This is an optimization exercise on Yosys and OpenROAD, whose aim is small area, not a production implementation.
Only simulation tests tie the RTL to the original design; equivalence was not proved.
Power is estimated from default activity; no workload was simulated.

[flow/run.sh]
#!/bin/bash
# synth_recipe.tcl (not shown) runs the flow's synth.tcl, then flattens the netlist and writes it again
# the make line also repeats each setting of config.mk as NAME=value (left out here)
make -C /OpenROAD-flow-scripts/flow DESIGN_CONFIG=/design/flow/config.mk WORK_HOME=/design/flow/orfs CLKGATE_MAP_FILE= SYNTH_SCRIPT=/design/flow/synth_recipe.tcl finish
[flow/config.mk]
export PLATFORM = sky130hd
export DESIGN_NAME = regfile_scoreboard_imm
export DESIGN_NICKNAME = regfile_scoreboard_imm
export VERILOG_FILES = /design/flow/design.v
export SDC_FILE = /design/flow/constraint.sdc
export NUM_CORES = 4
export LEC_CHECK = 0
export CAP_MARGIN = 20
export CORE_MARGIN = 2
export CORE_UTILIZATION = 40
export SETUP_SLACK_MARGIN = 0.3
export SLEW_MARGIN = 20
[flow/constraint.sdc]
create_clock -name core_clock -period 7.0 [get_ports {clk}]
set_input_delay 1.4000 -clock core_clock [delete_from_list [all_inputs] [get_ports {clk}]]
set_output_delay 1.4000 -clock core_clock [all_outputs]
set_load 0.01 [all_outputs]
[flow/design.v]
package regfile_scoreboard_imm_pkg;
  localparam logic [6:0] OP_R      = 7'b0110011;
  localparam logic [6:0] OP_I      = 7'b0010011;
  localparam logic [6:0] OP_LOAD   = 7'b0000011;
  localparam logic [6:0] OP_STORE  = 7'b0100011;
  localparam logic [6:0] OP_BRANCH = 7'b1100011;
  localparam logic [6:0] OP_JAL    = 7'b1101111;
  localparam logic [6:0] OP_JALR   = 7'b1100111;
  localparam logic [6:0] OP_LUI    = 7'b0110111;
  localparam logic [6:0] OP_AUIPC  = 7'b0010111;
  typedef enum logic [2:0] {
    IMM_NONE,
    IMM_I,
    IMM_S,
    IMM_B,
    IMM_U,
    IMM_J
  } imm_fmt_t;
  function automatic imm_fmt_t imm_format(input logic [6:0] opcode);
    imm_fmt_t fmt;
    fmt = IMM_NONE;
    case (opcode)
      OP_I, OP_LOAD, OP_JALR: fmt = IMM_I;
      OP_STORE:               fmt = IMM_S;
      OP_BRANCH:              fmt = IMM_B;
      OP_LUI, OP_AUIPC:       fmt = IMM_U;
      OP_JAL:                 fmt = IMM_J;
      default:                fmt = IMM_NONE;
    endcase
    imm_format = fmt;
  endfunction
endpackage
import regfile_scoreboard_imm_pkg::*;
module regfile_scoreboard_imm_imm_gen
#(
  parameter int XLEN = 32
) (
  input  logic [31:0]     inst,
  output logic [XLEN-1:0] imm
);
  regfile_scoreboard_imm_pkg::imm_fmt_t fmt;
  assign fmt = regfile_scoreboard_imm_pkg::imm_format(inst[6:0]);
  always_comb begin
    imm = '0;
    case (fmt)
      IMM_I:   imm = XLEN'($signed(inst[31:20]));
      IMM_S:   imm = XLEN'($signed({inst[31:25], inst[11:7]}));
      IMM_B:   imm = XLEN'($signed({inst[31], inst[7], inst[30:25], inst[11:8], 1'b0}));
      IMM_U:   imm = XLEN'($signed({inst[31:12], 12'b0}));
      IMM_J:   imm = XLEN'($signed({inst[31], inst[19:12], inst[20], inst[30:21], 1'b0}));
      default: imm = '0;
    endcase
  end
endmodule
import regfile_scoreboard_imm_pkg::*;
module regfile_scoreboard_imm
#(
  parameter int XLEN   = 32,
  parameter int NREGS  = 32,
  parameter int BYPASS = 1,
  localparam int AW    = $clog2(NREGS)
) (
  input  logic             clk,
  input  logic             rst,
  input  logic [31:0]      inst,
  input  logic             issue_valid,
  input  logic             wb_valid,
  input  logic [AW-1:0]    wb_rd,
  input  logic [XLEN-1:0]  wb_data,
  output logic [XLEN-1:0]  rs1_data,
  output logic [XLEN-1:0]  rs2_data,
  output logic [XLEN-1:0]  imm,
  output logic             stall,
  output logic [NREGS-1:0] busy_vec
);
  logic [XLEN-1:0]  regs [NREGS];
  logic [NREGS-1:0] busy;
  logic [NREGS-1:0] busy_eff;
  logic [AW-1:0]    rs1, rs2, rd;
  logic [6:0]       opcode;
  logic             use_rs1, use_rs2, writes_op, writes_rd;
  logic             rs1_bypass, rs2_bypass, issue_fire;
  assign rs1    = inst[15 +: AW];
  assign rs2    = inst[20 +: AW];
  assign rd     = inst[7 +: AW];
  assign opcode = inst[6:0];
  always_comb begin
    use_rs1   = 1'b0;
    use_rs2   = 1'b0;
    writes_op = 1'b0;
    case (opcode)
      OP_R:                    begin use_rs1 = 1'b1; use_rs2 = 1'b1; writes_op = 1'b1; end
      OP_I, OP_LOAD, OP_JALR:  begin use_rs1 = 1'b1; writes_op = 1'b1; end
      OP_STORE, OP_BRANCH:     begin use_rs1 = 1'b1; use_rs2 = 1'b1; end
      OP_JAL, OP_LUI, OP_AUIPC: writes_op = 1'b1;
      default: ;
    endcase
  end
  assign writes_rd = writes_op && (rd != '0);
  genvar gi;
  generate
    for (gi = 0; gi < NREGS; gi++) begin : g_busy_eff
      assign busy_eff[gi] = busy[gi] && !((BYPASS != 0) && wb_valid && (wb_rd == AW'(gi)));
    end
  endgenerate
  assign stall = issue_valid && ((use_rs1 && busy_eff[rs1]) ||
                                 (use_rs2 && busy_eff[rs2]) ||
                                 (writes_rd && busy_eff[rd]));
  assign issue_fire = issue_valid && !stall && writes_rd;
  assign busy_vec   = busy;
  assign rs1_bypass = (BYPASS != 0) && wb_valid && (wb_rd == rs1);
  assign rs2_bypass = (BYPASS != 0) && wb_valid && (wb_rd == rs2);
  assign rs1_data   = (rs1 == '0) ? '0 : (rs1_bypass ? wb_data : regs[rs1]);
  assign rs2_data   = (rs2 == '0) ? '0 : (rs2_bypass ? wb_data : regs[rs2]);
  always_ff @(posedge clk) begin
    if (!rst) begin
      for (int r = 0; r < NREGS; r++) regs[r] <= '0;
      busy <= '0;
    end else begin
      if (wb_valid && (wb_rd != '0)) regs[wb_rd] <= wb_data;
      if (wb_valid) busy[wb_rd] <= 1'b0;
      if (issue_fire) busy[rd] <= 1'b1;
    end
  end
  regfile_scoreboard_imm_imm_gen #(.XLEN(XLEN)) u_imm_gen (
    .inst (inst),
    .imm  (imm)
  );
endmodule
==> results of run 1 <==
worst paths after layout:
check | from | endpoint | slack (ps) | cells after the start
worst min-delay path | busy[16]$_SDFF_PN0_ | busy[16]$_SDFF_PN0_ | 530 | 2
worst max register to register | busy[11]$_SDFF_PN0_ | busy[28]$_SDFF_PN0_ | 4310 | 8
worst max-delay path | wb_rd[2] | stall | 690 | 11
worst min register to register | busy[16]$_SDFF_PN0_ | busy[16]$_SDFF_PN0_ | 530 | 2
final cells by class:
| cell class | instances | area, um2 |
|---|---|---|
| well taps | 1917 | 2400 |
| multi-input cells | 2452 | 25700 |
| diodes | 3 | 7.51 |
| clock inverters | 70 | 510 |
| inverters | 15 | 63.8 |
| flip-flops and latches | 1056 | 31400 |
| fillers | 12700 | 79500 |
| repair buffers | 342 | 3490 |
| clock buffers | 139 | 3010 |
where the power goes:
part,total [mW],switching [mW],internal [mW]
logic,2.28,1.30,0.974
clock network,5.87,2.64,3.23
registers,7.42,0.159,7.26
total,15.6,4.10,11.5
cells in the mapped netlist, drive strengths merged (5+ instances only):
master,n
o41ai,13
nand2b,9
a21oi,31
a31oi,7
and2,83
edfxtp,1024
nand3,49
xnor2,6
nand2,165
clkbuf,406
inv,13
and3,960
or3,7
o2111ai,5
ha,13
o211ai,38
buf,136
o21ai,63
a211oi,87
o21a,7
nor2,127
mux2i,59
nor3,10
nand3b,5
mux4,626
dfxtp,32
a22oi,5
xor2,12
a311oi,16
worst max-delay path, stage by stage:
cell and delay, ps:
clkdlybuf4s50_1 780, buf_4 280, nand3b_1 210, o21ai_0 180, mux4_2 500, nor2_1 100, nor4b_1 70, or4_4 560
o211ai_4 110, and2_1 160, clkdlybuf4s50_1 540
sequential cells by signal (all words and copies together) (netlist names):
name,count
regs,1024
busy,32
kinds of logic after synthesis:
family | synth area share (%)
AND/OR/NAND/NOR | 14.0
flip-flops | 53.2
multiplexers | 24.9
buffers and inverters | 3.83
AO/OA/AOI/OAI | 3.48
XOR/XNOR | 0.267
adder cells (fa/ha/maj) | 0.276
per-layer routing:
metal	wire length (um)	part of all wire [%]
met1	80900	39
met2	98400	47
met3	21400	10
met4	8370	4.0
met5	0	0
==> flow_summary_export.csv, run 1 <==
group,metric,value,unit
global_routing,grt_busiest_layer,"met2",
flow_run,maxCapViolCount,0,
detailed_routing,vias_per_cell,6.73,
pwr,powerDensity,234,mW/mm2
cts,cts.sinks,1056,
cts,clockRootBuffer,"clkbuf_16",
placed_design,dp.cells,5782,
sta,fin_hold_ws,525,ps
global_routing,antenna_found_initial,4,
finish,final_area,0.0666,mm2
finish,final_nets,4068,
placed_design,gp_congestion,0.901,
setup_path,crit_required,5600,ps
setup_path,cp-start-kind,"input pin",
sta,max_freq,158,MHz
placed_design,place_ws,762,ps
floorplanning,core_area,0.146,mm2
finish,post_layout_nonfiller_instances,5994,
sta,slew_headroom,22.9,%
global_routing,track_usage,27.5,%
sta,worst_slew_pin_slew,1160,ps
detailed_routing,drc,0,
outcome,status,"complete, no violations",
synth,async_flop_share,0,%
sta,fin_ws,689,ps
floorplanning,io_pins,202,
detailed_routing,totalWireLength,209000,um
finish,fin_util,45.6,%
synth,synth_cell_types,66,
sta,clock_skew,41.4,ps
detailed_routing,vias,40400,
synth,synth_area_leader_cell,"edfxtp_1",
synth,synth.area.top_cells,"edfxtp_1 52%, mux4_2 24%, and3_1 10%",
finish,final_cell_mix,"1024 x edfxtp_1, 960 x and3_1, 626 x mux4_2",
cts,cts_setup_buffers,0,
synth,ys_warn_count,2,
floorplanning,die_y,388,um
cts,hold_buffers,0,
floorplanning,die_area,0.151,mm2
synth,ys_seq_area_share,53.2,%
global_routing,use_met1,37.9,%
placed_design,dpl.hpwl,113000,um
global_routing,overflow,0,
finish,drive_gt1_share,24.8,%
hold_path,min_path_type,"reg2reg",
detailed_routing,wl_per_cell,34.9,um
sta,drv_slew,0,
setup_path,critPathCaptureType,"output pin",
synth,syn_inst,4065,
pwr,p_leak,25.0,nW
cts,numCtsBuffers,115,
finish,area_delta_synth_final,12.9,%
placed_design,postPlaceCellArea,0.0631,mm2
pwr,vdd_ir_drop_max,0.000196,V
setup_path,cp.arrival,4910,ps
global_routing,grt_max_degree,168,
finish,final_common_cell,"edfxtp_1",
synth,postSynthAreaPerCell,14.5,um2
global_routing,grt_pass1_vias,40200,
detailed_routing,drtIter0Drc,5740,
sta,period_minus_slack,6310,ps
sta,finalCritPeriodShare,90.2,%
global_routing,grt_first_pass_wirelength,299000,um
detailed_routing,antenna_left,0,
synth,synthFlopType,"edfxtp_1",
sta,grt_setup_unrepaired,"no",
sta,hold_viol,0,
cts,insertion_delay,740,ps
detailed_routing,first_pass_iters,6,
cts,clock_path_buffers,3,
pwr,p_total,15.6,mW
cts,cts_tree,"done",
cts,path_clk_slew,60,ps
synth,yosysTopAreaCellShare,52.1,%
placed_design,portBuffers,201,
global_routing,grt_util_met2,43.9,%
floorplanning,die_w,388,um
setup_path,setup.worst_path.class,"in2out",
global_routing,grt_use_met3,5.03,%
setup_path,cp_max_fo,13,
sta,setup-tns-final,0,ps
synth,synth_edf_count,1024,
synth,syn-num-nets,4151,
cts,htreeDepth,3,
floorplanning,initial_utilization,40.4,%
cts,cts_resized,0,
sta,setup_viol_count_final,0,
synth,syn_area,0.0590,mm2
floorplanning,rows,140,
synth,ys_seq_elements,1056,
==> inputs of run 2 (changes only) <==
--- a/flow/design.v
+++ b/flow/design.v
@@ -75,5 +75,7 @@
 );
-  logic [XLEN-1:0]  regs [NREGS];
-  logic [NREGS-1:0] busy;
-  logic [NREGS-1:0] busy_eff;
+  localparam int NT = NREGS;
+  localparam int NG = (NT + 2) / 3;
+  logic [NREGS-1:1][XLEN-1:0] regs;
+  logic [NREGS-1:1][XLEN-1:0] regs_d;
+  logic [NREGS-1:1] busy;
   logic [AW-1:0]    rs1, rs2, rd;
@@ -81,6 +83,9 @@
   logic             use_rs1, use_rs2, writes_op, writes_rd;
-  logic             rs1_bypass, rs2_bypass, issue_fire;
-  assign rs1    = inst[15 +: AW];
-  assign rs2    = inst[20 +: AW];
-  assign rd     = inst[7 +: AW];
+  logic             rs1_byp, rs2_byp, rd_wb, issue_fire;
+  logic [NREGS-1:1] dec_rs1, dec_rs2, dec_rd, dec_wb;
+  logic [NREGS-1:1] wr_en, wr_hold;
+  logic [NT-1:0]    sel1, sel2;
+  assign rs1    = inst[19:15];
+  assign rs2    = inst[24:20];
+  assign rd     = inst[11:7];
   assign opcode = inst[6:0];
@@ -99,25 +104,69 @@
   assign writes_rd = writes_op && (rd != '0);
-  genvar gi;
+  genvar gi, gb;
   generate
-    for (gi = 0; gi < NREGS; gi++) begin : g_busy_eff
-      assign busy_eff[gi] = busy[gi] && !((BYPASS != 0) && wb_valid && (wb_rd == AW'(gi)));
+    for (gi = 1; gi < NREGS; gi++) begin : g_dec
+      assign dec_rs1[gi] = (rs1 == AW'(gi));
+      assign dec_rs2[gi] = (rs2 == AW'(gi));
+      assign dec_rd[gi]  = (rd == AW'(gi));
+      assign dec_wb[gi]  = wb_valid && (wb_rd == AW'(gi));
     end
   endgenerate
-  assign stall = issue_valid && ((use_rs1 && busy_eff[rs1]) ||
-                                 (use_rs2 && busy_eff[rs2]) ||
-                                 (writes_rd && busy_eff[rd]));
-  assign issue_fire = issue_valid && !stall && writes_rd;
-  assign busy_vec   = busy;
-  assign rs1_bypass = (BYPASS != 0) && wb_valid && (wb_rd == rs1);
-  assign rs2_bypass = (BYPASS != 0) && wb_valid && (wb_rd == rs2);
-  assign rs1_data   = (rs1 == '0) ? '0 : (rs1_bypass ? wb_data : regs[rs1]);
-  assign rs2_data   = (rs2 == '0) ? '0 : (rs2_bypass ? wb_data : regs[rs2]);
+  assign rs1_byp = |(dec_rs1 & dec_wb);
+  assign rs2_byp = |(dec_rs2 & dec_wb);
+  assign rd_wb   = |(dec_rd & dec_wb);
+  assign stall = issue_valid && ((use_rs1 && |(dec_rs1 & busy) && !rs1_byp) ||
+                                 (use_rs2 && |(dec_rs2 & busy) && !rs2_byp) ||
+                                 (writes_rd && |(dec_rd & busy) && !rd_wb));
+  assign issue_fire = issue_valid && !stall && writes_op;
+  assign busy_vec   = {busy, 1'b0};
+  assign sel1 = {dec_rs1 & {(NREGS-1){!rs1_byp}}, rs1_byp};
+  assign sel2 = {dec_rs2 & {(NREGS-1){!rs2_byp}}, rs2_byp};
+  generate
+    for (gb = 0; gb < XLEN; gb++) begin : g_rd
+      logic [NT-1:0] t;
+      logic [NG-1:0] n1, n2;
+      assign t[0] = wb_data[gb];
+      for (gi = 1; gi < NREGS; gi++) begin : g_t
+        assign t[gi] = regs[gi][gb];
+      end
+      for (gi = 0; gi < NG; gi++) begin : g_aoi
+        if (3*gi + 2 < NT) begin : g3
+          regfile_scoreboard_imm_aoi222 u1 (
+            .a1(sel1[3*gi]), .a2(t[3*gi]), .b1(sel1[3*gi+1]), .b2(t[3*gi+1]),
+            .c1(sel1[3*gi+2]), .c2(t[3*gi+2]), .y(n1[gi]));
+          regfile_scoreboard_imm_aoi222 u2 (
+            .a1(sel2[3*gi]), .a2(t[3*gi]), .b1(sel2[3*gi+1]), .b2(t[3*gi+1]),
+            .c1(sel2[3*gi+2]), .c2(t[3*gi+2]), .y(n2[gi]));
+        end else begin : g2
+          regfile_scoreboard_imm_aoi22 u1 (
+            .a1(sel1[3*gi]), .a2(t[3*gi]), .b1(sel1[3*gi+1]), .b2(t[3*gi+1]),
+            .y(n1[gi]));
+          regfile_scoreboard_imm_aoi22 u2 (
+            .a1(sel2[3*gi]), .a2(t[3*gi]), .b1(sel2[3*gi+1]), .b2(t[3*gi+1]),
+            .y(n2[gi]));
+        end
+      end
+      assign rs1_data[gb] = ~&n1;
+      assign rs2_data[gb] = ~&n2;
+    end
+  endgenerate
+  assign wr_en   = dec_wb & {(NREGS-1){rst}};
+  assign wr_hold = ~dec_wb & {(NREGS-1){rst}};
+  generate
+    for (gi = 1; gi < NREGS; gi++) begin : g_wr
+      for (gb = 0; gb < XLEN; gb++) begin : g_b
+        regfile_scoreboard_imm_ao22 u (
+          .a1(wr_en[gi]), .a2(wb_data[gb]), .b1(wr_hold[gi]), .b2(regs[gi][gb]),
+          .y(regs_d[gi][gb]));
+      end
+    end
+  endgenerate
   always_ff @(posedge clk) begin
-    if (!rst) begin
-      for (int r = 0; r < NREGS; r++) regs[r] <= '0;
-      busy <= '0;
-    end else begin
-      if (wb_valid && (wb_rd != '0)) regs[wb_rd] <= wb_data;
-      if (wb_valid) busy[wb_rd] <= 1'b0;
-      if (issue_fire) busy[rd] <= 1'b1;
+    for (int r = 1; r < NREGS; r++) regs[r] <= regs_d[r];
+  end
+  always_ff @(posedge clk) begin
+    for (int r = 1; r < NREGS; r++) begin
+      if (!rst)                         busy[r] <= 1'b0;
+      else if (issue_fire && dec_rd[r]) busy[r] <= 1'b1;
+      else if (dec_wb[r])               busy[r] <= 1'b0;
     end
@@ -129 +178,19 @@
 endmodule
+module regfile_scoreboard_imm_aoi222 (
+  input  logic a1, a2, b1, b2, c1, c2,
+  output logic y
+);
+  assign y = ~((a1 & a2) | (b1 & b2) | (c1 & c2));
+endmodule
+module regfile_scoreboard_imm_aoi22 (
+  input  logic a1, a2, b1, b2,
+  output logic y
+);
+  assign y = ~((a1 & a2) | (b1 & b2));
+endmodule
+module regfile_scoreboard_imm_ao22 (
+  input  logic a1, a2, b1, b2,
+  output logic y
+);
+  assign y = (a1 & a2) | (b1 & b2);
+endmodule
--- a/flow/config.mk
+++ b/flow/config.mk
@@ -12 +12,3 @@
 export SLEW_MARGIN = 20
+export SYNTH_HIERARCHICAL = 1
+export SYNTH_MINIMUM_KEEP_SIZE = 0
==> flow_summary_export.csv, run 2 <==
group,metric,value,unit
hold_path,hold_end,"regs[694]$_DFF_P_",
pwr,p_comb_share,8.8,%
floorplanning,initial_utilization,40.4,%
synth,ys_warn_count,8,
sta,worst_slew_pin_slew,1250,ps
synth,ys_seq_elements,1023,
pwr,clock_power_share,46.5,%
finish,nFillCells,9017,
sta,fin_hold_ws,493,ps
synth,postSynthAreaPerCell,11.4,um2
setup_path,cp_max_fo,6,
sta,grt_setup_unrepaired,"yes",
global_routing,overflow,0,
detailed_routing,vias_per_cell,7.63,
pwr,switchingPower,3.35,mW
sta,setup_viol_count_final,0,
outcome,status,"complete, no violations",
synth,synth_cell_types,87,
setup_path,critPathCaptureType,"output pin",
cts,numCtsBuffers,107,
sta,hold_viol,0,
placed_design,dpl.hpwl,141000,um
floorplanning,die_y,331,um
sta,period_minus_slack,6920,ps
pwr,p_int,9.86,mW
pwr,p_total,13.2,mW
synth,syn-num-nets,3823,
sta,fin_ws,77.4,ps
placed_design,place_ws,-459,ps
global_routing,grt_max_degree,34,
finish,final_nets,4787,
finish,register_area,0.0205,mm2
placed_design,portBuffers,200,
global_routing,grt_pass1_vias,44300,
synth,synthFlopType,"dfxtp_1",
floorplanning,die_area,0.110,mm2
pwr,sw_frac_of_total,25.4,%
sta,drv_slew,0,
synth,synth_area_leader_cell,"dfxtp_1",
finish,final_common_cell,"dfxtp_1",
finish,biggestRegsByFlops,"regs (992), busy (31)",
hold_path,hold_depth,1,
detailed_routing,drtIter0Drc,11300,
placed_design,gp_congestion,0.981,
synth,synth_edf_count,0,
sta,setup-tns-final,0,ps
finish,drive_gt1_share,26.7,%
setup_path,cp-start-kind,"input pin",
detailed_routing,vias,47300,
cts,clockRootBuffer,"clkbuf_16",
pwr,vdd_ir_drop_max,0.000181,V
global_routing,grt_first_pass_wirelength,319000,um
synth,async_flop_share,0,%
setup_path,cp.arrival,5520,ps
sta,slew_headroom,16.7,%
synth,ys_top_cells_by_count,"1023 x dfxtp_1, 999 x a22o_1, 640 x a222oi_1",
pwr,p_seq_share,44.7,%
finish,regMostFlops,"regs",
setup_path,r2r_setup_slack,4160,ps
detailed_routing,antenna_left,0,
finish,final_cell_mix,"1023 x dfxtp_1, 999 x a22o_1, 640 x a222oi_1",
cts,htreeDepth,3,
cts,clock_path_buffers,3,
hold_path,min_path_type,"reg2reg",
finish,largest_register_ffs,992,
setup_path,setup.worst_path.class,"in2out",
pwr,p_leak,21.8,nW
finish,area_delta_synth_final,36.4,%
detailed_routing,wl_per_cell,36.6,um
floorplanning,rows,119,
cts,insertion_delay,710,ps
pwr,powerDensity,226,mW/mm2
setup_path,rr_worst_depth,8,
floorplanning,core_area,0.106,mm2
synth,synth.area.top_cells,"dfxtp_1 48%, a22o_1 20%, a222oi_1 15%",
hold_path,min_from,"regs[694]$_DFF_P_",
synth,syn_inst,3750,
cts,cts.sinks,1023,
detailed_routing,drc,0,
cts,hold_buffers,0,
detailed_routing,totalWireLength,227000,um
cts,path_clk_slew,60,ps
synth,yosysMostFrequentCell,"dfxtp_1",
finish,multiInputGateArea,0.0231,mm2
synth,yosysTopAreaCellShare,47.9,%
sta,clock_skew,7.08,ps
sta,finalCritPeriodShare,98.9,%
synth,syn_area,0.0428,mm2
cts,cts_tree,"done",
synth,ys_seq_area_share,47.9,%
setup_path,r2r-end,"busy[24]$_SDFFE_PN0P_",
global_routing,antenna_found_initial,4,
setup_path,r2r-start,"busy[16]$_SDFFE_PN0P_",
global_routing,track_usage,39.6,%
detailed_routing,first_pass_iters,15,
floorplanning,io_pins,202,
sta,max_freq,144,MHz
flow_run,maxCapViolCount,0,
setup_path,crit_required,5600,ps
floorplanning,die_w,331,um
==> run 2: cell types whose count changed after synthesis, sizes merged, moves of 624 or more <==
cell / change
a222oi: +640
a22o: +999
and3: -930
dfxtp: +991
edfxtp: -1024
mux4: -624
==> run 2: Yosys stat by module (local to each module, per instance), excerpt <==
| module | area (um2) | cells |
|---|---|---|
| regfile_scoreboard_imm | 26400 | 1987 |
| regfile_scoreboard_imm_ao22 | 8.76 | 1 |
| regfile_scoreboard_imm_aoi22 | 12.5 | 1 |
| regfile_scoreboard_imm_aoi222 | 10.0 | 1 |
==> run 2: area by class of cell <==
type                    count  share of cell area [%]
clock inverters            45                    1.03
clock buffers             156                    5.44
flip-flops and latches   1023                    35.1
inverters                  13                  0.0901
repair buffers            931                    15.7
well taps                1391                    2.98
diodes                      1                 0.00429
multi-input cells        2638                    39.6
==> run 2: timing repair <==
action / 4_1_cts / 5_1_grt
setup buffers: 107 / 76
pin swaps: 145 / 74
endpoints found under the hold margin: 0 / 0
setup endpoints to repair: 64 / 64
cloned: 18 / 2
gates resized for setup: 224 / 86
==> run 2: worst max-delay path: stages <==
cell and delay, ps:
buf_8 100, or4_4 540, a2111oi_4 370, buf_4 180, o21ai_2 50, a311o_1 340
nand4_4 100, or3_4 150, buf_12 120, nor2_4 60, a222oi_1 910, nand4_1 310
nor2_1 190, buf_4 140, nand4_1 210, buf_4 240, buf_6 110
==> run 2: cell families (layout without fill, tap and decap cells) <==
logic type / Yosys count / in the layout / share of synthesized area, %
other: 1 / 2 / 0.00877
AO/OA/AOI/OAI: 1893 / 1893 / 41.0
buffers and inverters: 107 / 1145 / 1.22
AND/OR/NAND/NOR: 702 / 720 / 9.30
flip-flops: 1023 / 1023 / 47.9
XOR/XNOR: 10 / 10 / 0.205
multiplexers: 14 / 14 / 0.398
==> run 2: worst max-delay path by stage <==
stage                         to     start  cells past startpoint
floorplan            rs2_data[0]  wb_rd[4]                     13
global placement    rs1_data[28]  wb_rd[0]                     18
detailed placement  rs1_data[10]  wb_rd[0]                     19
CTS                 rs2_data[10]  wb_rd[0]                     18
global route        rs1_data[25]  wb_rd[0]                     17
finish              rs1_data[25]  wb_rd[0]                     17
==> run 2: metrics by stage <==
step | std cells | cell area, um2 | util (%)
final | 6198 | 58300 | 55.2
after global routing | 6197 | 58300 | 55.2
after CTS | 6118 | 57400 | 54.3
after detailed placement | 5792 | 52300 | 49.4
after global placement | 5791 | 52300 | 49.4
after floorplan | 3750 | 42800 | -
==> run 2: power by group through the flow <==
stage	clock network [mW]	logic [mW]	registers, mW
CTS	6.15	1.07	5.90
floorplan	0	0.330	6.02
global route	6.39	1.16	5.90
finish	6.15	1.16	5.90
global placement	0	1.03	6.03
detailed placement	0	1.03	6.03
==> run 2: metal layers <==
metal  vias to the layer above  global-route usage, %  part of all wire (%)
li1                      19100                      -                     -
met1                     22900                   52.2                    37
met2                      4348                   55.0                    40
met3                       991                   13.1                    15
met4                         2                   25.8                   7.9
met5                         -                      0                0.0048
==> inputs of run 3 (changes only) <==
--- a/flow/design.v
+++ b/flow/design.v
@@ -113,5 +113,5 @@
   endgenerate
-  assign rs1_byp = |(dec_rs1 & dec_wb);
-  assign rs2_byp = |(dec_rs2 & dec_wb);
-  assign rd_wb   = |(dec_rd & dec_wb);
+  assign rs1_byp = wb_valid && (wb_rd == rs1) && (rs1 != '0);
+  assign rs2_byp = wb_valid && (wb_rd == rs2) && (rs2 != '0);
+  assign rd_wb   = wb_valid && (wb_rd == rd);
   assign stall = issue_valid && ((use_rs1 && |(dec_rs1 & busy) && !rs1_byp) ||
@@ -121,4 +121,4 @@
   assign busy_vec   = {busy, 1'b0};
-  assign sel1 = {dec_rs1 & {(NREGS-1){!rs1_byp}}, rs1_byp};
-  assign sel2 = {dec_rs2 & {(NREGS-1){!rs2_byp}}, rs2_byp};
+  assign sel1 = {dec_rs1 & ~dec_wb, rs1_byp};
+  assign sel2 = {dec_rs2 & ~dec_wb, rs2_byp};
   generate
--- a/flow/config.mk
+++ b/flow/config.mk
@@ -9,4 +9,5 @@
 export CORE_MARGIN = 2
-export CORE_UTILIZATION = 40
-export SETUP_SLACK_MARGIN = 0.3
+export CORE_UTILIZATION = 50
+export CTS_BUF_LIST = sky130_fd_sc_hd__clkbuf_4 sky130_fd_sc_hd__clkbuf_8
+export SETUP_SLACK_MARGIN = 0
 export SLEW_MARGIN = 20
==> flow_summary_export.csv, run 3 <==
group,metric,value,unit
synth,ys_seq_elements,1023,
sta,drv_slew,0,
finish,nFillCells,6605,
setup_path,r2r_setup_slack,4340,ps
pwr,p_leak,18.3,nW
floorplanning,initial_utilization,50.6,%
placed_design,portBuffers,200,
pwr,powerDensity,242,mW/mm2
setup_path,cp-start-kind,"input pin",
placed_design,dpl.hpwl,129000,um
finish,final_cell_mix,"1023 x dfxtp_1, 996 x a22o_1, 640 x a222oi_1",
global_routing,overflow,0,
outcome,so.violations,"negative setup slack",
finish,biggestRegsByFlops,"regs (992), busy (31)",
placed_design,place_ws,279,ps
synth,syn_inst,3617,
setup_path,setup.worst_path.class,"in2out",
setup_path,cp.arrival,5690,ps
finish,multiInputGateArea,0.0214,mm2
cts,cts_tree,"done",
setup_path,rr_worst_depth,7,
outcome,status,"finished with violations",
cts,cts.sinks,1023,
setup_path,critPathCaptureType,"output pin",
detailed_routing,totalWireLength,225000,um
sta,grt_setup_unrepaired,"no",
detailed_routing,wl_per_cell,42.2,um
floorplanning,io_pins,202,
sta,slew_headroom,14.1,%
finish,register_area,0.0205,mm2
cts,numCtsBuffers,167,
setup_path,crit_required,5600,ps
finish,final_common_cell,"dfxtp_1",
sta,period_minus_slack,7090,ps
global_routing,grt_pass1_vias,43900,
detailed_routing,drc,0,
hold_path,hold_depth,1,
synth,synthFlopType,"dfxtp_1",
synth,ys_top_cells_by_count,"1023 x dfxtp_1, 996 x a22o_1, 640 x a222oi_1",
global_routing,grt_max_degree,64,
sta,finalCritPeriodShare,101,%
floorplanning,core_area,0.0824,mm2
synth,synth.area.top_cells,"dfxtp_1 49%, a22o_1 21%, a222oi_1 15%",
sta,hold_viol,0,
detailed_routing,antenna_left,0,
synth,syn_area,0.0417,mm2
cts,path_clk_slew,60,ps
cts,clockRootBuffer,"clkbuf_8",
floorplanning,die_area,0.0857,mm2
floorplanning,die_y,293,um
finish,area_delta_synth_final,22.6,%
sta,max_freq,141,MHz
detailed_routing,vias,45400,
detailed_routing,vias_per_cell,8.49,
finish,final_nets,4222,
finish,largest_register_ffs,992,
setup_path,cp_max_fo,26,
cts,clock_path_buffers,3,
finish,regMostFlops,"regs",
sta,setup_viol_count_final,2,
detailed_routing,drtIter0Drc,11100,
synth,synth_area_leader_cell,"dfxtp_1",
placed_design,dp.cells,5048,
global_routing,antenna_found_initial,20,
flow_run,maxCapViolCount,0,
sta,fin_ws,-87.3,ps
floorplanning,die_w,293,um
hold_path,min_from,"regs[601]$_DFF_P_",
finish,drive_gt1_share,17.4,%
synth,synth_cell_types,71,
cts,htreeDepth,4,
synth,yosysMostFrequentCell,"dfxtp_1",
synth,postSynthAreaPerCell,11.5,um2
synth,ys_seq_area_share,49.1,%
detailed_routing,first_pass_iters,14,
synth,syn-num-nets,3690,
global_routing,grt_first_pass_wirelength,315000,um
hold_path,min_path_type,"reg2reg",
global_routing,track_usage,50.3,%
placed_design,gp_congestion,0.993,
synth,synth_edf_count,0,
finish,post_layout_nonfiller_instances,5348,
pwr,vdd_ir_drop_max,0.000227,V
sta,clock_skew,34.5,ps
setup_path,r2r-start,"busy[1]$_SDFFE_PN0P_",
floorplanning,rows,105,
setup_path,r2r-end,"busy[30]$_SDFFE_PN0P_",
synth,ys_warn_count,8,
cts,insertion_delay,860,ps
synth,yosysTopAreaCellShare,49.1,%
synth,async_flop_share,0,%
sta,worst_slew_pin_slew,1280,ps
hold_path,hold_end,"regs[601]$_DFF_P_",
run 3: cell count changes after synthesis, moves of 22 or more:
cell and change:
nor3_1 +62, o31ai_2 -25, o21ai_2 +29, nand2_1 -22, nor2_1 -38, and3_1 -25, or3_1 -22
run 3: Yosys stat by module (local to each module, per instance), excerpt:
| module | flops+latches | cells inside | cell area, um2 |
|---|---|---|---|
| regfile_scoreboard_imm | 1023 | 1854 | 25300 |
| regfile_scoreboard_imm_ao22 | 0 | 1 | 8.76 |
| regfile_scoreboard_imm_aoi22 | 0 | 1 | 12.5 |
| regfile_scoreboard_imm_aoi222 | 0 | 1 | 10.0 |
run 3: how the worst max path moves through the flow:
stage             start            to  slack, ps  depth (start not counted)
2_1_floorplan  inst[15]   rs1_data[0]        160                          8
3_3_place_gp   wb_rd[1]   rs1_data[6]        250                         12
3_5_place_dp   wb_rd[1]   rs1_data[6]        280                         12
4_1_cts        wb_rd[1]   rs1_data[6]        260                         12
5_1_grt        wb_rd[1]   rs1_data[4]          2                         11
6_report       wb_rd[3]  rs1_data[31]        -90                         10
run 3: logic make-up (layout without fill, tap and decap cells):
family                 Yosys count  count (layout)  synth area share, %
AO/OA/AOI/OAI                 1820            1820                 40.4
flip-flops                    1023            1023                 49.1
AND/OR/NAND/NOR                665             665                 8.84
buffers and inverters           79             735                0.903
multiplexers                    17              17                0.474
XOR/XNOR                        12              12                0.252
other                            1               6              0.00900
run 3: final cells by class:
cell class	count	share of cell area, %
clock buffer	253	6.25
tap	1070	2.62
multi-input combinational	2515	42.0
clock inverter	40	0.732
antenna	5	0.0245
timing repair buffer	431	8.25
sequential	1023	40.1
inverter	11	0.0808
run 3: timing repair:
| item | 4_1_cts | 5_1_grt |
|---|---|---|
| hold buffers | 0 | 0 |
| buffers inserted | 0 | 0 |
| endpoints found under the setup margin | 0 | 3 |
| gates resized for setup | 0 | 3 |
run 3: critical path, cell delays in order:
cell	delay, ps
clkdlybuf4s50_1	600
or2_2	440
nor2_1	400
nor3_2	300
buf_12	280
a222oi_1	330
nand4_1	430
nor2_1	700
nand4_1	250
clkdlybuf4s50_1	540
run 3: metal layers:
metal  vias up  global-route usage [%]  routed length (um)  share of wire [%]
li1      17600                       -                   -                  -
met1     21800                    59.3               74700                 33
met2      4743                    70.0               89000                 39
met3      1264                    24.1               40100                 18
met4        16                    38.3               21300                9.4
met5         -                    1.30                 402               0.18
run 3: stage by stage:
step | area (um2) | hold WS (ps) | TNS [ps] | power [mW] | util, %
after floorplan | 41700 | 460 | 0 | 6.28 | -
after global placement | 47400 | 472 | 0 | 6.79 | 57.6
after detailed placement | 47500 | 475 | 0 | 6.81 | 57.6
after CTS | 51000 | 496 | 0 | 12.3 | 62.0
after global routing | 51100 | 509 | 0 | 12.6 | 62.0
final | 51100 | 496 | -131 | 12.4 | 62.0
run 3: power breakdown:
part	internal, mW	switching, mW	leakage (nW)	total (mW)
Clock	3.07	2.56	1.87	5.63
Sequential	5.87	0.0362	8.25	5.90
Combinational	0.203	0.653	8.19	0.856
==> inputs of run 4 (changes only) <==
==> flow/flow/run.sh (new file) <==
#!/bin/bash
# Standard layout with smaller port buffers and a clock tree built from
# sink clusters without dummy loads.
set -euo pipefail
export BUFFER_PORTS_ARGS="-buffer_cell sky130_fd_sc_hd__buf_2"
export CTS_ARGS="-sink_clustering_enable -repair_clock_nets -dont_use_dummy_load -buf_list {sky130_fd_sc_hd__clkbuf_8 sky130_fd_sc_hd__clkbuf_16} -sink_clustering_size 20 -sink_clustering_max_diameter 50"
bash standard.sh > flow_make.log 2>&1
==> flow/standard.sh (new file) <==
#!/bin/bash
# synth_recipe.tcl (not shown) runs the flow's synth.tcl, then flattens the netlist and writes it again
# the make line also repeats each setting of config.mk as NAME=value (left out here)
make -C /OpenROAD-flow-scripts/flow DESIGN_CONFIG=/design/flow/config.mk WORK_HOME=/design/flow/orfs CLKGATE_MAP_FILE= SYNTH_SCRIPT=/design/flow/synth_recipe.tcl "${@:-finish}"
--- a/flow/config.mk
+++ b/flow/config.mk
@@ -10,3 +10,2 @@
 export CORE_UTILIZATION = 50
-export CTS_BUF_LIST = sky130_fd_sc_hd__clkbuf_4 sky130_fd_sc_hd__clkbuf_8
 export SETUP_SLACK_MARGIN = 0
removed: flow/run.sh
==> flow_summary_export.csv, run 4 <==
group,metric,value,unit
outcome,status,"complete, no violations",
cts,cts.sinks,1023,
finish,final_common_cell,"dfxtp_1",
sta,setup_viol_count_final,0,
placed_design,portBuffers,200,
finish,biggestRegsByFlops,"regs (992), busy (31)",
detailed_routing,first_pass_iters,17,
synth,yosysMostFrequentCell,"dfxtp_1",
synth,syn-num-nets,3690,
synth,postSynthAreaPerCell,11.5,um2
global_routing,antenna_found_initial,16,
synth,syn_area,0.0417,mm2
synth,synth.area.top_cells,"dfxtp_1 49%, a22o_1 21%, a222oi_1 15%",
setup_path,cp_max_fo,23,
pwr,p_total,11.4,mW
hold_path,hold_depth,1,
synth,synth_edf_count,0,
finish,regMostFlops,"regs",
cts,hold_buffers,0,
setup_path,cp-start-kind,"input pin",
synth,ys_top_cells_by_count,"1023 x dfxtp_1, 996 x a22o_1, 640 x a222oi_1",
floorplanning,die_w,293,um
global_routing,track_usage,47.5,%
synth,ys_seq_elements,1023,
global_routing,grt_first_pass_wirelength,301000,um
sta,drv_slew,0,
floorplanning,die_y,293,um
sta,hold_viol,0,
finish,fin_util,58.4,%
finish,largest_register_ffs,992,
setup_path,rr_worst_depth,7,
cts,insertion_delay,630,ps
placed_design,postPlaceCellArea,0.0455,mm2
synth,yosysTopAreaCellShare,49.1,%
placed_design,gp_congestion,0.965,
pwr,p_leak,17.5,nW
floorplanning,io_pins,202,
setup_path,crit_required,5600,ps
sta,grt_setup_unrepaired,"no",
pwr,vdd_ir_drop_max,0.000199,V
synth,async_flop_share,0,%
floorplanning,die_area,0.0857,mm2
setup_path,cp.arrival,5310,ps
detailed_routing,wl_per_cell,42.2,um
sta,period_minus_slack,6710,ps
floorplanning,rows,105,
cts,numCtsBuffers,101,
sta,max_freq,149,MHz
sta,worst_slew_pin_slew,1220,ps
sta,finalCritPeriodShare,95.8,%
finish,final_area,0.0481,mm2
finish,nFillCells,6814,
cts,cts_tree,"done",
setup_path,critPathCaptureType,"output pin",
global_routing,grt_max_degree,64,
floorplanning,initial_utilization,50.6,%
flow_run,maxCapViolCount,0,
floorplanning,core_area,0.0824,mm2
sta,clock_skew,34.7,ps
hold_path,min_path_type,"reg2reg",
sta,setup-tns-final,0,ps
finish,drive_gt1_share,16.7,%
cts,path_clk_slew,50,ps
synth,syn_inst,3617,
cts,cts_resized,0,
global_routing,grt_pass1_vias,42800,
detailed_routing,drc,0,
detailed_routing,vias_per_cell,8.69,
pwr,powerDensity,236,mW/mm2
detailed_routing,antenna_left,0,
detailed_routing,drtIter0Drc,10200,
synth,ys_warn_count,8,
finish,final_nets,4078,
synth,synth_area_leader_cell,"dfxtp_1",
global_routing,overflow,0,
cts,clockRootBuffer,"clkbuf_16",
detailed_routing,totalWireLength,214000,um
synth,ys_seq_area_share,49.1,%
setup_path,setup.worst_path.class,"in2out",
finish,final_cell_mix,"1023 x dfxtp_1, 996 x a22o_1, 640 x a222oi_1",
detailed_routing,vias,44100,
synth,synthFlopType,"dfxtp_1",
placed_design,dpl.hpwl,124000,um
sta,slew_headroom,17.9,%
cts,clock_path_buffers,3,
finish,area_delta_synth_final,15.4,%
cts,cts_setup_buffers,0,
synth,synth_cell_types,71,
cts,htreeDepth,3,
## run 4: modules after synthesis, one instance, submodules excluded, a selection
module	cell area [um2]	cells	copies in the design	flops+latches
regfile_scoreboard_imm	25300	1854	1	1023
regfile_scoreboard_imm_aoi22	12.5	1	64	0
regfile_scoreboard_imm_aoi222	10.0	1	640	0
regfile_scoreboard_imm_ao22	8.76	1	992	0
## run 4: routing by layer
layer  part of all wire [%]  GRT usage (%)
met5                  0.064          0.397
met4                    9.7           37.8
met3                     15           16.3
met2                     41           69.6
met1                     34           56.7
## run 4: kinds of logic after synthesis
group	share of synthesized area, %
AOI/OAI and AO/OA	40.4
xor gates and xnor gates	0.252
buffers and inverters	0.903
DFF	49.1
muxes	0.474
other	0.00900
and+or+nand+nor	8.84
## run 4: through the flow
stage                     hold WS [ps]  std cells  setup WS (ps)
after floorplan                    460       3617            164
after global placement             472       4967            920
after detailed placement           478       4968            861
after CTS                          496       5069            847
after global routing               505       5075            357
final                              496       5079            293
## run 4: worst paths after layout
check / from / to / slack (ps)
worst min register to register: regs[866]$_DFF_P_ / regs[866]$_DFF_P_ / 500
worst min-delay path: regs[866]$_DFF_P_ / regs[866]$_DFF_P_ / 500
worst max register to register: busy[1]$_SDFFE_PN0P_ / busy[28]$_SDFFE_PN0P_ / 4150
worst max-delay path: inst[16] / rs1_data[8] / 290
## run 4: report_power, final
group / internal, mW / total (mW) / leakage, nW / switching (mW)
combinational: 0.149 / 0.772 / 8.03 / 0.623
clock: 2.51 / 4.69 / 1.24 / 2.18
sequential: 5.87 / 5.90 / 8.25 / 0.0366
## run 4: final cells by class
| type | instances | area, um2 | area share [%] |
|---|---|---|---|
| diodes | 6 | 15.0 | 0.0312 |
| clock buffers | 101 | 2530 | 5.25 |
| inverters | 11 | 41.3 | 0.0858 |
| multi-input cells | 2515 | 21400 | 44.5 |
| flip-flops and latches | 1023 | 20500 | 42.6 |
| well taps | 1070 | 1340 | 2.78 |
| repair buffers | 353 | 2270 | 4.72 |
## run 4: critical path, stage by stage
cell and delay (ps):
buf_2 230, nor2_1 210, a211oi_1 100, a21oi_1 120
or3_1 280, inv_1 510, a222oi_1 520, nand4_1 480
nor2_1 920, nand4_1 270, buf_2 210
==> inputs of run 5 (changes only) <==
--- a/flow/design.v
+++ b/flow/design.v
@@ -41,13 +41,21 @@
   regfile_scoreboard_imm_pkg::imm_fmt_t fmt;
+  logic is_i, is_s, is_b, is_u, is_j;
+  logic sgn_isb, sgn_isbj;
   assign fmt = regfile_scoreboard_imm_pkg::imm_format(inst[6:0]);
+  assign is_i = (fmt == IMM_I);
+  assign is_s = (fmt == IMM_S);
+  assign is_b = (fmt == IMM_B);
+  assign is_u = (fmt == IMM_U);
+  assign is_j = (fmt == IMM_J);
+  assign sgn_isb  = inst[31] & (is_i | is_s | is_b);
+  assign sgn_isbj = inst[31] & (is_i | is_s | is_b | is_j);
   always_comb begin
     imm = '0;
-    case (fmt)
-      IMM_I:   imm = XLEN'($signed(inst[31:20]));
-      IMM_S:   imm = XLEN'($signed({inst[31:25], inst[11:7]}));
-      IMM_B:   imm = XLEN'($signed({inst[31], inst[7], inst[30:25], inst[11:8], 1'b0}));
-      IMM_U:   imm = XLEN'($signed({inst[31:12], 12'b0}));
-      IMM_J:   imm = XLEN'($signed({inst[31], inst[19:12], inst[20], inst[30:21], 1'b0}));
-      default: imm = '0;
-    endcase
+    imm[0]     = (is_i & inst[20]) | (is_s & inst[7]);
+    imm[4:1]   = ({4{is_i | is_j}} & inst[24:21]) | ({4{is_s | is_b}} & inst[11:8]);
+    imm[10:5]  = {6{is_i | is_s | is_b | is_j}} & inst[30:25];
+    imm[11]    = ((is_i | is_s) & inst[31]) | (is_b & inst[7]) | (is_j & inst[20]);
+    imm[19:12] = ({8{is_u | is_j}} & inst[19:12]) | {8{sgn_isb}};
+    imm[30:20] = ({11{is_u}} & inst[30:20]) | {11{sgn_isbj}};
+    imm[31]    = (is_i | is_s | is_b | is_u | is_j) & inst[31];
   end
@@ -148,4 +156,4 @@
       end
-      assign rs1_data[gb] = ~&n1;
-      assign rs2_data[gb] = ~&n2;
+      regfile_scoreboard_imm_nand11or u_or1 (.n(n1), .y(rs1_data[gb]));
+      regfile_scoreboard_imm_nand11or u_or2 (.n(n2), .y(rs2_data[gb]));
     end
@@ -196 +204,29 @@
 endmodule
+module regfile_scoreboard_imm_nand11or (
+  input  logic [10:0] n,
+  output logic        y
+);
+  logic p0, p1, p2;
+  regfile_scoreboard_imm_nand4 u0 (.a(n[0]), .b(n[1]), .c(n[2]),  .d(n[3]), .y(p0));
+  regfile_scoreboard_imm_nand4 u1 (.a(n[4]), .b(n[5]), .c(n[6]),  .d(n[7]), .y(p1));
+  regfile_scoreboard_imm_nand3 u2 (.a(n[8]), .b(n[9]), .c(n[10]), .y(p2));
+  regfile_scoreboard_imm_or3   u3 (.a(p0), .b(p1), .c(p2), .y(y));
+endmodule
+module regfile_scoreboard_imm_nand4 (
+  input  logic a, b, c, d,
+  output logic y
+);
+  assign y = ~(a & b & c & d);
+endmodule
+module regfile_scoreboard_imm_nand3 (
+  input  logic a, b, c,
+  output logic y
+);
+  assign y = ~(a & b & c);
+endmodule
+module regfile_scoreboard_imm_or3 (
+  input  logic a, b, c,
+  output logic y
+);
+  assign y = a | b | c;
+endmodule
==> flow/flow/run.sh (replaced) <==
#!/bin/bash
# Standard layout with smaller port buffers and a clock tree built from
# small sink clusters of mid-size clock buffers, without dummy loads.
set -euo pipefail
export BUFFER_PORTS_ARGS="-buffer_cell sky130_fd_sc_hd__buf_2"
export CTS_ARGS="-sink_clustering_enable -repair_clock_nets -dont_use_dummy_load -buf_list {sky130_fd_sc_hd__clkbuf_8} -sink_clustering_size 20 -sink_clustering_max_diameter 50"
bash standard.sh > flow_make.log 2>&1
==> flow_summary_export.csv, run 5 <==
group,metric,value,unit
cts,cts_resized,0,
sta,clock_skew,51.0,ps
setup_path,cp-start-kind,"input pin",
cts,numCtsBuffers,108,
synth,postSynthAreaPerCell,11.6,um2
placed_design,place_ws,852,ps
finish,largest_register_ffs,992,
finish,drive_gt1_share,17.3,%
global_routing,grt_first_pass_wirelength,307000,um
synth,syn_area,0.0417,mm2
synth,ys_warn_count,8,
synth,yosysMostFrequentCell,"dfxtp_1",
floorplanning,die_area,0.0858,mm2
sta,hold_viol,0,
synth,ys_seq_area_share,49.1,%
finish,nFillCells,7053,
setup_path,critPathCaptureType,"output pin",
pwr,vdd_ir_drop_max,0.000160,V
cts,cts_setup_buffers,0,
sta,setup-tns-final,0,ps
detailed_routing,wl_per_cell,43.4,um
global_routing,antenna_found_initial,15,
global_routing,grt_max_degree,64,
detailed_routing,vias,44700,
detailed_routing,drtIter0Drc,11400,
finish,final_cell_mix,"1023 x dfxtp_1, 996 x a22o_1, 640 x a222oi_1",
detailed_routing,totalWireLength,221000,um
finish,regMostFlops,"regs",
finish,area_delta_synth_final,12.9,%
hold_path,min_path_type,"reg2reg",
floorplanning,io_pins,202,
setup_path,setup.worst_path.class,"in2out",
cts,insertion_delay,780,ps
sta,drv_slew,0,
finish,register_area,0.0205,mm2
sta,max_freq,160,MHz
sta,setup_viol_count_final,0,
placed_design,dpl.hpwl,130000,um
floorplanning,rows,105,
global_routing,track_usage,48.9,%
finish,multiInputGateArea,0.0215,mm2
cts,hold_buffers,0,
cts,clock_path_buffers,3,
global_routing,overflow,0,
cts,cts_tree,"done",
finish,final_nets,4086,
global_routing,grt_pass1_vias,42500,
setup_path,rr_worst_depth,7,
synth,yosysTopAreaCellShare,49.1,%
pwr,p_leak,17.5,nW
cts,htreeDepth,3,
cts,cts.sinks,1023,
cts,path_clk_slew,60,ps
synth,synth_area_leader_cell,"dfxtp_1",
floorplanning,initial_utilization,50.7,%
setup_path,cp.arrival,4860,ps
sta,finalCritPeriodShare,89.4,%
sta,fin_hold_ws,499,ps
pwr,powerDensity,214,mW/mm2
outcome,status,"complete, no violations",
synth,synth.area.top_cells,"dfxtp_1 49%, a22o_1 21%, a222oi_1 15%",
placed_design,portBuffers,200,
pwr,p_total,10.1,mW
finish,biggestRegsByFlops,"regs (992), busy (31)",
placed_design,gp_congestion,0.988,
detailed_routing,antenna_left,0,
sta,period_minus_slack,6260,ps
setup_path,crit_required,5600,ps
detailed_routing,drc,0,
hold_path,hold_depth,1,
floorplanning,core_area,0.0824,mm2
synth,syn-num-nets,3685,
cts,clockRootBuffer,"clkbuf_8",
floorplanning,die_y,293,um
finish,final_common_cell,"dfxtp_1",
sta,fin_ws,740,ps
synth,synthFlopType,"dfxtp_1",
synth,syn_inst,3612,
detailed_routing,first_pass_iters,15,
synth,ys_seq_elements,1023,
sta,worst_slew_pin_slew,1290,ps
synth,async_flop_share,0,%
finish,fin_util,57.2,%
synth,synth_cell_types,70,
setup_path,cp_max_fo,32,
synth,synth_edf_count,0,
flow_run,maxCapViolCount,0,
synth,ys_top_cells_by_count,"1023 x dfxtp_1, 996 x a22o_1, 640 x a222oi_1",
sta,slew_headroom,13.7,%
sta,grt_setup_unrepaired,"no",
detailed_routing,vias_per_cell,8.79,
floorplanning,die_w,293,um
==> run 5: cell count changes after synthesis, sizes merged, moves of 2 or more <==
| cell | before | now |
|---|---|---|
| nor2 | 123 | 61 |
| clkbuf | 31 | 33 |
| o21ai | 44 | 42 |
| and3b | 2 | 0 |
| nand3 | 23 | 84 |
| or3 | 4 | 68 |
| buf | 37 | 34 |
| and2 | 33 | 31 |
| a31oi | 8 | 5 |
| o31ai | 2 | 4 |
| nand2 | 65 | 61 |
| nand4 | 223 | 159 |
| a21oi | 15 | 17 |
==> run 5: modules after synthesis, one instance, submodules excluded, excerpt <==
| module | area, um2 | flip-flops and latches |
|---|---|---|
| regfile_scoreboard_imm_aoi222 | 10.0 | 0 |
| regfile_scoreboard_imm | 23900 | 1023 |
| regfile_scoreboard_imm_nand4 | 6.26 | 0 |
| regfile_scoreboard_imm_aoi22 | 12.5 | 0 |
| regfile_scoreboard_imm_or3 | 6.26 | 0 |
| regfile_scoreboard_imm_ao22 | 8.76 | 0 |
| regfile_scoreboard_imm_nand3 | 5.00 | 0 |
==> run 5: cell type report <==
class / instances / share of cell area, %
repair buffers: 358 / 4.68
multi-input cells: 2512 / 45.7
clock buffers: 108 / 3.16
flip-flops and latches: 1023 / 43.5
well taps: 1070 / 2.84
diodes: 6 / 0.0319
inverters: 10 / 0.0797
==> run 5: path summary, 6_finish.rpt <==
| check | startpoint | to | slack, ps |
|---|---|---|---|
| max | wb_valid | rs1_data[22] | 740 |
| min | regs[861]$_DFF_P_ | regs[861]$_DFF_P_ | 500 |
| max reg2reg | busy[1]$_SDFFE_PN0P_ | busy[27]$_SDFFE_PN0P_ | 4320 |
| min reg2reg | regs[861]$_DFF_P_ | regs[861]$_DFF_P_ | 500 |
==> run 5: per-layer routing <==
| metal | vias to the layer above | wire (um) | track usage, % |
|---|---|---|---|
| li1 | 17200 | - | - |
| met1 | 21400 | 74200 | 59.6 |
| met2 | 4820 | 87900 | 68.9 |
| met3 | 1345 | 38600 | 20.7 |
| met4 | 16 | 19900 | 35.3 |
| met5 | - | 124 | 0.284 |
==> run 5: stage by stage <==
stage	area (um2)	cells
3_3_place_gp	45500	4971
6_report	47100	5087
2_1_floorplan	41700	3612
3_5_place_dp	45600	4971
4_1_cts	47000	5079
5_1_grt	47100	5083
==> run 5: worst max-delay path, stage by stage <==
cell	delay, ps
buf_2	240
nor2b_1	320
nand2_1	190
nor2_1	390
nor3_2	90
buf_4	290
a222oi_1	390
nand4_1	650
or3_1	590
buf_2	160
==> run 5: kinds of logic after synthesis <==
logic type,after synthesis,share of synthesized area [%]
other cells,1,0.00899
mux,17,0.474
xor+xnor,12,0.252
simple gates,658,8.90
buf+inv,77,0.854
compound gates,1824,40.4
flops,1023,49.1
==> run 5: power breakdown <==
group	total, mW	switching, mW	internal [mW]
Sequential	5.90	0.0366	5.86
Clock	3.42	2.05	1.36
Combinational	0.768	0.628	0.140
Total	10.1	2.72	7.36
==> inputs of run 6 (changes only) <==
--- a/flow/config.mk
+++ b/flow/config.mk
@@ -7,3 +7,3 @@
 export LEC_CHECK = 0
-export CAP_MARGIN = 20
+export CAP_MARGIN = 5
 export CORE_MARGIN = 2
@@ -11,3 +11,3 @@
 export SETUP_SLACK_MARGIN = 0
-export SLEW_MARGIN = 20
+export SLEW_MARGIN = 5
 export SYNTH_HIERARCHICAL = 1
==> flow_summary_export.csv, run 6 <==
group,metric,value,unit
outcome,status,"finished with violations",
outcome,so.violations,"max-capacitance violations, max-slew violations",
detailed_routing,first_pass_iters,14,
synth,ys_seq_area_share,49.1,%
finish,final_cell_mix,"1023 x dfxtp_1, 996 x a22o_1, 640 x a222oi_1",
sta,setup-tns-final,0,ps
synth,synth_edf_count,0,
synth,synth_compound_area_share,40.4,%
synth,synth-xor-area-share,0.252,%
finish,multiInputGateArea,0.0215,mm2
sta,hold_viol,0,
finish,largest_register_ffs,992,
cts,path_clk_slew,60,ps
sta,clock_skew,38.6,ps
floorplanning,core_area,0.0824,mm2
setup_path,cp-start-kind,"input pin",
detailed_routing,drtIter0Drc,11300,
placed_design,gp_congestion,0.988,
placed_design,dpl.hpwl,130000,um
setup_path,critPathCaptureType,"output pin",
floorplanning,initial_utilization,50.7,%
synth,synth.area.top_cells,"dfxtp_1 49%, a22o_1 21%, a222oi_1 15%",
cts,cts_resized,0,
synth,syn_inst,3612,
synth,synthFlopType,"dfxtp_1",
sta,finalCritPeriodShare,90.8,%
synth,ys_seq_elements,1023,
global_routing,grt_first_pass_wirelength,307000,um
placed_design,postPlaceCellArea,0.0455,mm2
sta,period_minus_slack,6360,ps
flow_run,maxCapViolCount,1,
pwr,vdd_ir_drop_max,0.000149,V
hold_path,min_path_type,"reg2reg",
cts,cts_setup_buffers,0,
synth,postSynthAreaPerCell,11.6,um2
synth,yosysMostFrequentCell,"dfxtp_1",
synth,ys_top_cells_by_count,"1023 x dfxtp_1, 996 x a22o_1, 640 x a222oi_1",
floorplanning,die_w,293,um
synth,syn_area,0.0417,mm2
synth,muxShareOfSynthArea,0.474,%
global_routing,track_usage,49.0,%
sta,worst_slew_pin_slew,1510,ps
cts,numCtsBuffers,105,
cts,htreeDepth,3,
finish,regMostFlops,"regs",
detailed_routing,vias,44700,
floorplanning,io_pins,202,
synth,yosysTopAreaCellShare,49.1,%
placed_design,portBuffers,200,
setup_path,setup.worst_path.class,"in2out",
setup_path,cp_max_fo,23,
cts,cts_tree,"done",
detailed_routing,drc,0,
cts,insertion_delay,780,ps
detailed_routing,vias_per_cell,8.78,
finish,final_area,0.0470,mm2
synth,synth-simple-area-share,8.90,%
detailed_routing,wl_per_cell,43.2,um
global_routing,antenna_found_initial,16,
pwr,p_leak,17.4,nW
finish,biggestRegsByFlops,"regs (992), busy (31)",
pwr,powerDensity,213,mW/mm2
cts,clock_path_buffers,3,
sta,drv_slew,13,
global_routing,overflow,0,
setup_path,crit_required,5600,ps
floorplanning,die_area,0.0858,mm2
synth,synth_top_family_by_area,"compound AO/OA/AOI/OAI gates",
detailed_routing,antenna_left,0,
floorplanning,die_y,293,um
cts,hold_buffers,0,
finish,nFillCells,7018,
sta,max_freq,157,MHz
detailed_routing,totalWireLength,220000,um
cts,clockRootBuffer,"clkbuf_8",
finish,drive_gt1_share,17.2,%
synth,syn-num-nets,3685,
setup_path,r2r_setup_slack,4360,ps
sta,slew_headroom,-0.950,%
setup_path,cp.arrival,4960,ps
sta,setup_viol_count_final,0,
synth,synth_area_leader_cell,"dfxtp_1",
floorplanning,rows,105,
finish,final_nets,4081,
cts,cts.sinks,1023,
synth,synthAdderAreaFrac,0,%
global_routing,grt_max_degree,64,
global_routing,grt_pass1_vias,42500,
sta,grt_setup_unrepaired,"no",
synth,ys_warn_count,8,
finish,final_common_cell,"dfxtp_1",
finish,area_delta_synth_final,12.7,%
finish,register_area,0.0205,mm2
synth,synth_cell_types,70,
synth,async_flop_share,0,%
run 6: cell families (layout without fill, tap and decap cells):
logic type	Yosys count	count (layout)
compound gates	1824	1824
xor+xnor	12	12
buf+inv	77	471
flops	1023	1023
mux	17	17
other cells	1	18
simple gates	658	658
run 6: layout make-up:
| class | instances | share of cell area, % |
|---|---|---|
| Timing Repair Buffer | 356 | 4.64 |
| Tap cell | 1070 | 2.85 |
| Clock buffer | 105 | 3.07 |
| Sequential cell | 1023 | 43.5 |
| Inverter | 10 | 0.0798 |
| Antenna cell | 17 | 0.0904 |
| Multi-Input combinational cell | 2512 | 45.7 |
run 6: where the power goes:
group | total (mW) | internal [mW] | switching, mW
Combinational | 0.766 | 0.140 | 0.626
Clock | 3.36 | 1.32 | 2.04
Sequential | 5.90 | 5.86 | 0.0364
Total | 10.0 | 7.32 | 2.70
run 6: path summary, 6_finish.rpt:
check / cells past startpoint / from / end
hold reg to reg: 1 / regs[592]$_DFF_P_ / regs[592]$_DFF_P_
setup / recovery: 9 / inst[20] / rs2_data[16]
setup reg to reg: 7 / busy[1]$_SDFFE_PN0P_ / busy[4]$_SDFFE_PN0P_
hold / removal: 1 / regs[592]$_DFF_P_ / regs[592]$_DFF_P_
run 6: per-layer routing:
metal	GRT usage (%)	part of all wire, %	wire (um)
met3	20.1	17	37100
met1	59.9	34	74900
met2	68.7	40	87700
met4	36.4	9.2	20200
met5	0.227	0.13	279
run 6: modules after synthesis, one instance, submodules excluded, excerpt:
module	flip-flops and latches	cell area [um2]	cells
regfile_scoreboard_imm_nand4	0	6.26	1
regfile_scoreboard_imm_aoi22	0	12.5	1
regfile_scoreboard_imm_ao22	0	8.76	1
regfile_scoreboard_imm_nand3	0	5.00	1
regfile_scoreboard_imm	1023	23900	1598
regfile_scoreboard_imm_aoi222	0	10.0	1
regfile_scoreboard_imm_or3	0	6.26	1
run 6: through the flow:
stage | hold WS (ps) | std cells | utilization, % | worst slack [ps] | total power [mW]
6_report | 496 | 5093 | 57.1 | 641 | 10.0
3_3_place_gp | 472 | 4971 | 55.3 | 995 | 6.72
5_1_grt | 505 | 5081 | 57.1 | 760 | 10.2
4_1_cts | 497 | 5076 | 57.0 | 901 | 9.92
3_5_place_dp | 477 | 4971 | 55.3 | 913 | 6.73
2_1_floorplan | 460 | 3612 | - | 4.69 | 6.28
run 6: critical path, stage by stage:
cell and delay [ps]:
buf_2 390, or2_1 540, o31ai_1 200, a211oi_4 1080, buf_4 480, a222oi_1 210
nand4_1 250, or3_1 210, buf_2 160
==> inputs of run 7 (changes only) <==
--- a/flow/design.v
+++ b/flow/design.v
@@ -129,4 +129,20 @@
   assign busy_vec   = {busy, 1'b0};
-  assign sel1 = {dec_rs1 & ~dec_wb, rs1_byp};
-  assign sel2 = {dec_rs2 & ~dec_wb, rs2_byp};
+  logic [7:0] hi1, hi2;
+  logic [3:0] lo1, lo2;
+  assign sel1[0] = rs1_byp;
+  assign sel2[0] = rs2_byp;
+  generate
+    for (gi = 0; gi < 8; gi++) begin : g_hi
+      assign hi1[gi] = (rs1[4:2] == 3'(gi));
+      assign hi2[gi] = (rs2[4:2] == 3'(gi));
+    end
+    for (gi = 0; gi < 4; gi++) begin : g_lo
+      assign lo1[gi] = (rs1[1:0] == 2'(gi));
+      assign lo2[gi] = (rs2[1:0] == 2'(gi));
+    end
+    for (gi = 1; gi < NREGS; gi++) begin : g_sel
+      regfile_scoreboard_imm_and3b u1 (.a(hi1[gi/4]), .b(lo1[gi%4]), .c_n(dec_wb[gi]), .y(sel1[gi]));
+      regfile_scoreboard_imm_and3b u2 (.a(hi2[gi/4]), .b(lo2[gi%4]), .c_n(dec_wb[gi]), .y(sel2[gi]));
+    end
+  endgenerate
   generate
@@ -232 +248,7 @@
 endmodule
+module regfile_scoreboard_imm_and3b (
+  input  logic a, b, c_n,
+  output logic y
+);
+  assign y = a & b & ~c_n;
+endmodule
==> flow/flow/run.sh (replaced) <==
#!/bin/bash
# Standard layout with smaller port buffers, a clock tree built from small
# sink clusters of mid-size clock buffers without dummy loads, and
# downsizing of gates that have timing slack after global routing.
set -euo pipefail
export BUFFER_PORTS_ARGS="-buffer_cell sky130_fd_sc_hd__buf_2"
export CTS_ARGS="-sink_clustering_enable -repair_clock_nets -dont_use_dummy_load -buf_list {sky130_fd_sc_hd__clkbuf_8} -sink_clustering_size 16 -sink_clustering_max_diameter 60"
export RECOVER_POWER=100
bash standard.sh > flow_make.log 2>&1
--- a/flow/config.mk
+++ b/flow/config.mk
@@ -7,7 +7,8 @@
 export LEC_CHECK = 0
-export CAP_MARGIN = 5
+export CAP_MARGIN = 20
+export CORE_ASPECT_RATIO = 2
 export CORE_MARGIN = 2
-export CORE_UTILIZATION = 50
+export CORE_UTILIZATION = 40
 export SETUP_SLACK_MARGIN = 0
-export SLEW_MARGIN = 5
+export SLEW_MARGIN = 20
 export SYNTH_HIERARCHICAL = 1
==> flow_summary_export.csv, run 7 <==
group,metric,value,unit
outcome,status,"finished with violations",
outcome,so.violations,"max-capacitance violations, max-slew violations",
floorplanning,core_area,0.105,mm2
synth,synth_edf_count,0,
detailed_routing,vias_per_cell,8.14,
finish,final_cell_mix,"1023 x dfxtp_1, 996 x a22o_1, 642 x a222oi_1",
synth,synthFlopType,"dfxtp_1",
setup_path,cp_max_fo,32,
synth,ys_seq_elements,1023,
pwr,powerDensity,207,mW/mm2
global_routing,grt_pass1_vias,41600,
global_routing,grt_first_pass_wirelength,295000,um
sta,setup_viol_count_final,0,
cts,cts_resized,0,
finish,largest_register_ffs,992,
global_routing,antenna_found_initial,12,
setup_path,critPathCaptureType,"output pin",
global_routing,track_usage,37.0,%
setup_path,crit_required,5600,ps
synth,ys_seq_area_share,48.5,%
finish,multiInputGateArea,0.0215,mm2
placed_design,portBuffers,200,
sta,fin_ws,220,ps
synth,syn-num-nets,3675,
floorplanning,io_pins,202,
synth,ys_top_cells_by_count,"1023 x dfxtp_1, 996 x a22o_1, 642 x a222oi_1",
sta,slew_headroom,-159,%
sta,fin_hold_ws,502,ps
cts,cts_tree,"done",
floorplanning,die_area,0.108,mm2
synth,yosysMostFrequentCell,"dfxtp_1",
finish,final_common_cell,"dfxtp_1",
synth,synth_cell_types,72,
placed_design,postPlaceCellArea,0.0454,mm2
floorplanning,die_w,234,um
sta,period_minus_slack,6780,ps
setup_path,cp-start-kind,"input pin",
finish,nFillCells,9866,
sta,finalCritPeriodShare,96.9,%
finish,area_delta_synth_final,9.52,%
cts,path_clk_slew,50,ps
pwr,vdd_ir_drop_max,0.000156,V
detailed_routing,drc,0,
synth,postSynthAreaPerCell,11.7,um2
detailed_routing,vias,42800,
flow_run,maxCapViolCount,35,
setup_path,cp_slowest_stage_delay,1700,ps
detailed_routing,wl_per_cell,39.7,um
hold_path,min_path_type,"reg2reg",
global_routing,grt_max_degree,64,
finish,regMostFlops,"regs",
detailed_routing,totalWireLength,209000,um
sta,max_freq,147,MHz
finish,final_area,0.0462,mm2
synth,async_flop_share,0,%
finish,final_nets,3961,
cts,cts.sinks,1023,
placed_design,gp_congestion,0.928,
synth,ys_warn_count,8,
placed_design,place_ws,985,ps
sta,drv_slew,1160,
sta,hold_viol,0,
floorplanning,initial_utilization,40.3,%
sta,clock_skew,14.6,ps
synth,synth.area.top_cells,"dfxtp_1 49%, a22o_1 21%, a222oi_1 15%",
synth,synth_area_leader_cell,"dfxtp_1",
cts,clock_path_buffers,3,
detailed_routing,drtIter0Drc,8773,
detailed_routing,antenna_left,0,
sta,worst_slew_pin_slew,3870,ps
cts,numCtsBuffers,74,
run 7: cell types whose count changed in the layout (fill, tap and decap cells not counted), sizes merged, moves of 8 or more:
cell    before  now
nand4      159  141
nor3        73   10
clkbuf     105  200
buf        356  143
and3b        0   64
and2        31   13
a21oi       17    9
or4          2   16
o21ai       42   11
o31ai        4   32
and3         5   31
run 7: metal layers:
layer  track usage, %  vias up  share of wire, %
met4             28.4       10               9.3
li1                 -    16900                 -
met2             58.7     3767                45
met3             10.6     1237                12
met5                0        -             0.045
met1             41.3    20800                33
run 7: cell families (layout without fill, tap and decap cells):
group | Yosys count | count (layout) | synth area share, %
xor+xnor | 13 | 13 | 0.270
mux | 18 | 18 | 0.537
buf+inv | 69 | 353 | 0.887
flops | 1023 | 1023 | 48.5
simple gates | 661 | 661 | 9.44
compound gates | 1817 | 1817 | 40.3
other cells | 1 | 11 | 0.00889
run 7: layout make-up:
cell class | instances | area share (%)
Antenna cell | 10 | 0.0542
Clock buffer | 74 | 2.20
Tap cell | 1360 | 3.68
Inverter | 10 | 0.0812
Sequential cell | 1023 | 44.3
Multi-Input combinational cell | 2510 | 46.6
Timing Repair Buffer | 269 | 3.01
run 7: final timing paths:
path / end / startpoint / slack, ps
min reg2reg: regs[315]$_DFF_P_ / regs[315]$_DFF_P_ / 500
max reg2reg: busy[29]$_SDFFE_PN0P_ / busy[16]$_SDFFE_PN0P_ / 3980
max: rs2_data[17] / inst[24] / 220
min: regs[315]$_DFF_P_ / regs[315]$_DFF_P_ / 500
run 7: modules after synthesis (local to each module, per instance), a selection:
module	flops+latches	cells inside
regfile_scoreboard_imm_nand4	0	1
regfile_scoreboard_imm_ao22	0	1
regfile_scoreboard_imm_nand3	0	1
regfile_scoreboard_imm_aoi222	0	1
regfile_scoreboard_imm_aoi22	0	1
regfile_scoreboard_imm	1023	1526
regfile_scoreboard_imm_or3	0	1
regfile_scoreboard_imm_and3b	0	1
run 7: report_power, final:
group / internal [mW] / switching, mW / leakage (nW)
Clock: 0.955 / 1.98 / 0.532
Sequential: 5.86 / 0.0370 / 8.25
Combinational: 0.129 / 0.591 / 7.81
run 7: per-stage QoR:
step / cells / utilization (%) / power, mW
after floorplan: 3602 / - / 6.29
after global placement: 5170 / 43.4 / 6.70
after detailed placement: 5170 / 43.4 / 6.71
after CTS: 5244 / 44.4 / 9.52
after global routing: 5247 / 44.1 / 9.75
final: 5256 / 44.1 / 9.55
run 7: worst max-delay path, delay by kind of cell:
kind / cells / cell delay [ps]
AND/OR/NAND/NOR: 4 / 2880
AO/OA/AOI/OAI: 1 / 410
buffers and inverters: 3 / 680

==> separate check: timing with driven ports <==
The results above use ideal ports. As a check the final layouts listed here were re-extracted and re-timed, cells and wires unchanged.
Step 1, drivers: a clkbuf_16 drives clk and a buf_2 each remaining input, both assumed.
Step 2, shift: input delay + t, output delay - t, t = (earliest + latest rising clock arrival at the registers) / 2. This alone moves slack from input paths to output paths.
Slacks: ideal ports / drivers / drivers and shift; pairs: ideal ports / drivers.
run	t, ns	slack for setup (ns)
run 1	0.798	0.689 / 0.653 / 0.653
run 2	0.774	0.077 / 0.034 / 0.034
run 3	0.933	-0.087 / -0.110 / -0.110
run 4	0.734	0.293 / 0.270 / 0.270
run 5	0.818	0.740 / 0.710 / 0.710
run 6	0.841	0.641 / 0.613 / 0.613
run 7	0.860	0.220 / 0.199 / 0.199
